Background: an optimization exercise with open tools, aiming at small area, a short achievable clock period and few clock cycles per item. Do not read the settings as production practice. The RTL was checked by simulation tests, not by an equivalence proof against the original design.

## aes_core
module aes_core (
    input  logic                            clk,
    input  logic                            rst,
    input  logic                            start,
    input  logic [aes_pkg::block_width-1:0] plaintext,
    input  logic [aes_pkg::block_width-1:0] key,
    output logic [aes_pkg::block_width-1:0] ciphertext,
    output logic                            valid
);
    logic                           running;
    logic                           last_round;
    logic [aes_pkg::byte_width-1:0] rcon;
    aes_pkg::aes_state_t            round_key;
    aes_ctrl i_aes_ctrl (
        .clk        (clk),
        .rst        (rst),
        .start      (start),
        .last_round (last_round),
        .running    (running),
        .valid      (valid)
    );
    aes_round_counter i_aes_round_counter (
        .clk        (clk),
        .rst        (rst),
        .running    (running),
        .last_round (last_round),
        .rcon       (rcon)
    );
    aes_key_schedule i_aes_key_schedule (
        .clk       (clk),
        .running   (running),
        .key       (key),
        .rcon      (rcon),
        .round_key (round_key)
    );
    aes_round i_aes_round (
        .clk        (clk),
        .rst        (rst),
        .running    (running),
        .valid      (valid),
        .plaintext  (plaintext),
        .key        (key),
        .round_key  (round_key),
        .ciphertext (ciphertext)
    );
endmodule
For scale: roughly 4700 cells after synthesis.
==> module aes_key_schedule, before the edit <==
module aes_key_schedule (
    input  logic                            clk,
    input  logic                            running,
    input  logic [aes_pkg::block_width-1:0] key,
    input  logic [aes_pkg::byte_width-1:0]  rcon,
    output aes_pkg::aes_state_t             round_key
);
    localparam int word_bytes = aes_pkg::word_width / aes_pkg::byte_width;
    aes_pkg::aes_state_t prev_key;
    aes_pkg::aes_state_t next_key;
    logic [aes_pkg::word_width-1:0] rot_word;
    logic [aes_pkg::word_width-1:0] sub_word;
    logic [aes_pkg::word_width-1:0] w0_rcon;
    assign prev_key = running ? round_key : key;
    assign rot_word = {prev_key.words[3][aes_pkg::word_width-aes_pkg::byte_width-1:0],
                       prev_key.words[3][aes_pkg::word_width-1 -: aes_pkg::byte_width]};
    for (genvar i = 0; i < word_bytes; i++) begin : g_sbox
        aes_sbox i_sbox (
            .a (rot_word[aes_pkg::byte_width*i +: aes_pkg::byte_width]),
            .y (sub_word[aes_pkg::byte_width*i +: aes_pkg::byte_width])
        );
    end
    assign w0_rcon = prev_key.words[0] ^ {rcon, {(aes_pkg::word_width-aes_pkg::byte_width){1'b0}}};
    logic [aes_pkg::word_width-1:0] w01, w012, w0123;
    assign w01   = w0_rcon ^ prev_key.words[1];
    assign w012  = w01 ^ prev_key.words[2];
    assign w0123 = w012 ^ prev_key.words[3];
    always_comb begin
        next_key.words[0] = w0_rcon ^ sub_word;
        next_key.words[1] = w01 ^ sub_word;
        next_key.words[2] = w012 ^ sub_word;
        next_key.words[3] = w0123 ^ sub_word;
    end
    always_ff @(posedge clk) begin
        round_key <= next_key;
    end
endmodule
==> module aes_round, before the edit <==
module aes_round (
    input  logic                            clk,
    input  logic                            rst,
    input  logic                            running,
    input  logic                            valid,
    input  logic [aes_pkg::block_width-1:0] plaintext,
    input  logic [aes_pkg::block_width-1:0] key,
    input  aes_pkg::aes_state_t             round_key,
    output logic [aes_pkg::block_width-1:0] ciphertext
);
    localparam int num_bytes = aes_pkg::block_width / aes_pkg::byte_width;
    localparam int num_cols  = aes_pkg::block_width / aes_pkg::word_width;
    aes_pkg::aes_state_t cur_state;
    aes_pkg::aes_state_t mix_state;     
    aes_pkg::aes_state_t add_state;
    aes_pkg::aes_state_t sub_state;
    aes_pkg::aes_state_t shift_state;
    logic [aes_pkg::block_width-1:0] result;
    function automatic logic [aes_pkg::word_width-1:0] mix_add_column(
        input logic [aes_pkg::word_width-1:0] col,
        input logic [aes_pkg::word_width-1:0] key_col
    );
        logic [aes_pkg::byte_width-1:0] a0, a1, a2, a3;
        logic [aes_pkg::byte_width-1:0] k0, k1, k2, k3;
        logic [aes_pkg::byte_width-1:0] s0, s1, s2, s3;
        {a0, a1, a2, a3} = col;
        {k0, k1, k2, k3} = key_col;
        s0 = a0 ^ a1;
        s1 = a1 ^ a2;
        s2 = a2 ^ a3;
        s3 = a3 ^ a0;
        mix_add_column = {aes_pkg::xtime(s0) ^ (s2 ^ (a1 ^ k0)),
                          aes_pkg::xtime(s1) ^ (s3 ^ (a2 ^ k1)),
                          aes_pkg::xtime(s2) ^ (s0 ^ (a3 ^ k2)),
                          aes_pkg::xtime(s3) ^ (s1 ^ (a0 ^ k3))};
    endfunction
    always_comb begin
        for (int c = 0; c < num_cols; c++) begin
            mix_state.words[c] = mix_add_column(cur_state.words[c], round_key.words[c]);
        end
    end
    assign add_state = running ? mix_state : (plaintext ^ key);
    for (genvar i = 0; i < num_bytes; i++) begin : g_sbox
        aes_sbox i_sbox (
            .a (add_state.bytes[i]),
            .y (sub_state.bytes[i])
        );
    end
    always_comb begin
        for (int c = 0; c < num_cols; c++) begin
            for (int r = 0; r < num_cols; r++) begin
                shift_state.bytes[num_cols*c + r] =
                    sub_state.bytes[num_cols*((c + r) % num_cols) + r];
            end
        end
    end
    always_ff @(posedge clk) begin
        cur_state <= shift_state;
    end
    assign ciphertext = valid ? (cur_state ^ round_key) : result;
    always_ff @(posedge clk or posedge rst) begin
        if (rst) begin
            result <= '0;
        end else begin
            result <= ciphertext;
        end
    end
endmodule
==> module aes_core, before the edit <==
module aes_core (
    input  logic                            clk,
    input  logic                            rst,
    input  logic                            start,
    input  logic [aes_pkg::block_width-1:0] plaintext,
    input  logic [aes_pkg::block_width-1:0] key,
    output logic [aes_pkg::block_width-1:0] ciphertext,
    output logic                            valid
);
    logic                           running;
    logic                           last_round;
    logic [aes_pkg::byte_width-1:0] rcon;
    aes_pkg::aes_state_t            round_key;
    aes_ctrl i_aes_ctrl (
        .clk        (clk),
        .rst        (rst),
        .start      (start),
        .last_round (last_round),
        .running    (running),
        .valid      (valid)
    );
    aes_round_counter i_aes_round_counter (
        .clk        (clk),
        .rst        (rst),
        .running    (running),
        .last_round (last_round),
        .rcon       (rcon)
    );
    aes_key_schedule i_aes_key_schedule (
        .clk       (clk),
        .running   (running),
        .key       (key),
        .rcon      (rcon),
        .round_key (round_key)
    );
    aes_round i_aes_round (
        .clk        (clk),
        .rst        (rst),
        .running    (running),
        .valid      (valid),
        .plaintext  (plaintext),
        .key        (key),
        .round_key  (round_key),
        .ciphertext (ciphertext)
    );
endmodule
clock: 7.0 ns
lec_check: 0
abc_area: 1
cap_margin: 20
core_margin: 2
core_utilization: 45
setup_slack_margin: 1.4
slew_margin: 20
standard.sh (not shown) runs the stock make flow with config.mk's settings and CLKGATE_MAP_FILE= SYNTH_SCRIPT=/design/flow/synth_recipe.tcl, a recipe that flattens the netlist after the stock synthesis.
==> flow/flow/run.sh <==
#!/bin/bash
# Standard ORFS layout with these changes:
#  - synthesis maps the logic with its own ABC script
#    (flow/abc_area.script: delay-oriented mapping with some area
#    recovery), which suits this XOR-heavy design far better than
#    the stock scripts;
#  - synthesis skips the half/full-adder extraction, which would
#    freeze XOR/AND pairs of the S-boxes into slow adder cells;
#  - every port still gets its own buffer, but the smallest one.
# The registers and their names are those of the standard synthesis.
# make's output goes to make_finish.log; each ORFS step writes its
# own full log under orfs/logs/.
set -euo pipefail
WORK=$(pwd)
rm -rf "$WORK/scripts_mod"
cp -r "$FLOW_HOME/scripts" "$WORK/scripts_mod"
cp "$WORK/flow/abc_area.script" "$WORK/scripts_mod/abc_area.script"
bash "$WORK/standard.sh" SCRIPTS_DIR="$WORK/scripts_mod" ABC_AREA=1 ADDER_MAP_FILE= \
    BUFFER_PORTS_ARGS="-buffer_cell sky130_fd_sc_hd__buf_1" \
    finish > "$WORK/make_finish.log" 2>&1
==> flow/flow/abc_area.script <==
strash
dc2
&get -n
&dch
&nf -p -R 50
&put
topo
stime -c
buffer -c
upsize -c
dnsize -c
Testbench counts at the start, summed over its fixed seeds: cycles 9,600, blocks 960.
Change:
--- a/flow/design.v
+++ b/flow/design.v
@@ -202,14 +202,14 @@
 module aes_key_schedule (
     input  logic                            clk,
     input  logic                            running,
     input  logic [aes_pkg::block_width-1:0] key,
     input  logic [aes_pkg::byte_width-1:0]  rcon,
-    output aes_pkg::aes_state_t             round_key
+    output aes_pkg::aes_state_t             round_key,
+    output aes_pkg::aes_state_t             prev_key
 );
     localparam int word_bytes = aes_pkg::word_width / aes_pkg::byte_width;
-    aes_pkg::aes_state_t prev_key;
     aes_pkg::aes_state_t next_key;
     logic [aes_pkg::word_width-1:0] rot_word;
     logic [aes_pkg::word_width-1:0] sub_word;
     logic [aes_pkg::word_width-1:0] w0_rcon;
     assign prev_key = running ? round_key : key;
@@ -241,46 +241,43 @@
     input  logic                            clk,
     input  logic                            rst,
     input  logic                            running,
     input  logic                            valid,
     input  logic [aes_pkg::block_width-1:0] plaintext,
-    input  logic [aes_pkg::block_width-1:0] key,
     input  aes_pkg::aes_state_t             round_key,
+    input  aes_pkg::aes_state_t             round_in_key,
     output logic [aes_pkg::block_width-1:0] ciphertext
 );
     localparam int num_bytes = aes_pkg::block_width / aes_pkg::byte_width;
     localparam int num_cols  = aes_pkg::block_width / aes_pkg::word_width;
     aes_pkg::aes_state_t cur_state;
-    aes_pkg::aes_state_t mix_state;     
+    aes_pkg::aes_state_t mix_state;
     aes_pkg::aes_state_t add_state;
     aes_pkg::aes_state_t sub_state;
     aes_pkg::aes_state_t shift_state;
     logic [aes_pkg::block_width-1:0] result;
-    function automatic logic [aes_pkg::word_width-1:0] mix_add_column(
-        input logic [aes_pkg::word_width-1:0] col,
-        input logic [aes_pkg::word_width-1:0] key_col
+    function automatic logic [aes_pkg::word_width-1:0] mix_column(
+        input logic [aes_pkg::word_width-1:0] col
     );
         logic [aes_pkg::byte_width-1:0] a0, a1, a2, a3;
-        logic [aes_pkg::byte_width-1:0] k0, k1, k2, k3;
         logic [aes_pkg::byte_width-1:0] s0, s1, s2, s3;
         {a0, a1, a2, a3} = col;
-        {k0, k1, k2, k3} = key_col;
         s0 = a0 ^ a1;
         s1 = a1 ^ a2;
         s2 = a2 ^ a3;
         s3 = a3 ^ a0;
-        mix_add_column = {aes_pkg::xtime(s0) ^ (s2 ^ (a1 ^ k0)),
-                          aes_pkg::xtime(s1) ^ (s3 ^ (a2 ^ k1)),
-                          aes_pkg::xtime(s2) ^ (s0 ^ (a3 ^ k2)),
-                          aes_pkg::xtime(s3) ^ (s1 ^ (a0 ^ k3))};
+        mix_column = {aes_pkg::xtime(s0) ^ (s2 ^ a1),
+                      aes_pkg::xtime(s1) ^ (s3 ^ a2),
+                      aes_pkg::xtime(s2) ^ (s0 ^ a3),
+                      aes_pkg::xtime(s3) ^ (s1 ^ a0)};
     endfunction
     always_comb begin
         for (int c = 0; c < num_cols; c++) begin
-            mix_state.words[c] = mix_add_column(cur_state.words[c], round_key.words[c]);
+            mix_state.words[c] = mix_column(cur_state.words[c]);
         end
     end
-    assign add_state = running ? mix_state : (plaintext ^ key);
+    assign add_state = (running ? mix_state : plaintext) ^ round_in_key;
     for (genvar i = 0; i < num_bytes; i++) begin : g_sbox
         aes_sbox i_sbox (
             .a (add_state.bytes[i]),
             .y (sub_state.bytes[i])
         );
@@ -317,10 +314,11 @@
 );
     logic                           running;
     logic                           last_round;
     logic [aes_pkg::byte_width-1:0] rcon;
     aes_pkg::aes_state_t            round_key;
+    aes_pkg::aes_state_t            round_in_key;
     aes_ctrl i_aes_ctrl (
         .clk        (clk),
         .rst        (rst),
         .start      (start),
         .last_round (last_round),
@@ -337,18 +335,19 @@
     aes_key_schedule i_aes_key_schedule (
         .clk       (clk),
         .running   (running),
         .key       (key),
         .rcon      (rcon),
-        .round_key (round_key)
+        .round_key (round_key),
+        .prev_key  (round_in_key)
     );
     aes_round i_aes_round (
         .clk        (clk),
         .rst        (rst),
         .running    (running),
         .valid      (valid),
-        .plaintext  (plaintext),
-        .key        (key),
-        .round_key  (round_key),
+        .plaintext    (plaintext),
+        .round_key    (round_key),
+        .round_in_key (round_in_key),
         .ciphertext (ciphertext)
     );
 endmodule
Outcome:
- utilization is lower by 0.50 points
- clock skew increases by 0.0066 ns
- final area is lower by 1.4%
- cell count is lower by 2.6%
- non-clock buffer count goes down by 14
- setup slack gains 0.055 ns
- hold slack got worse by 0.032 ns
- via count fell by 2.3%
- first-iteration DRC count grows by 11%
- count of clock-buffer cells in the layout falls by 8
Testbench counts after the change, summed over its fixed seeds: cycles 9,600, blocks 960.

-- what the ideal ports hide --
How much do the figures lean on ideal ports? The routed layouts below were timed once more, with nothing changed but the port constraints.
Step 1 assumes that a clkbuf_16 drives the clock port and a buf_2 every other input.
Step 2 times the ports against the registers' clock, not the clock port: input delays grow and output delays shrink by t, the midpoint of the rising clock arrivals with the driver on.
Slacks: ideal ports / drivers / drivers and shift; pairs: ideal ports / drivers.
run | shift t [ns] | setup slack, ns | worst register clock-pin slew, ns | worst data-port slew with drivers (ns)
the first run | 0.676 | 1.523 / 1.556 / 0.884 | 0.07 / 0.07 | 0.05
the second run | 0.716 | 1.578 / 1.578 / 0.957 | 0.07 / 0.07 | 0.12
After both steps setup and hold are still met in every run listed. The setup slack of the first run, which loses most, moves by +0.033 ns with the drivers and by -0.639 ns with both steps.
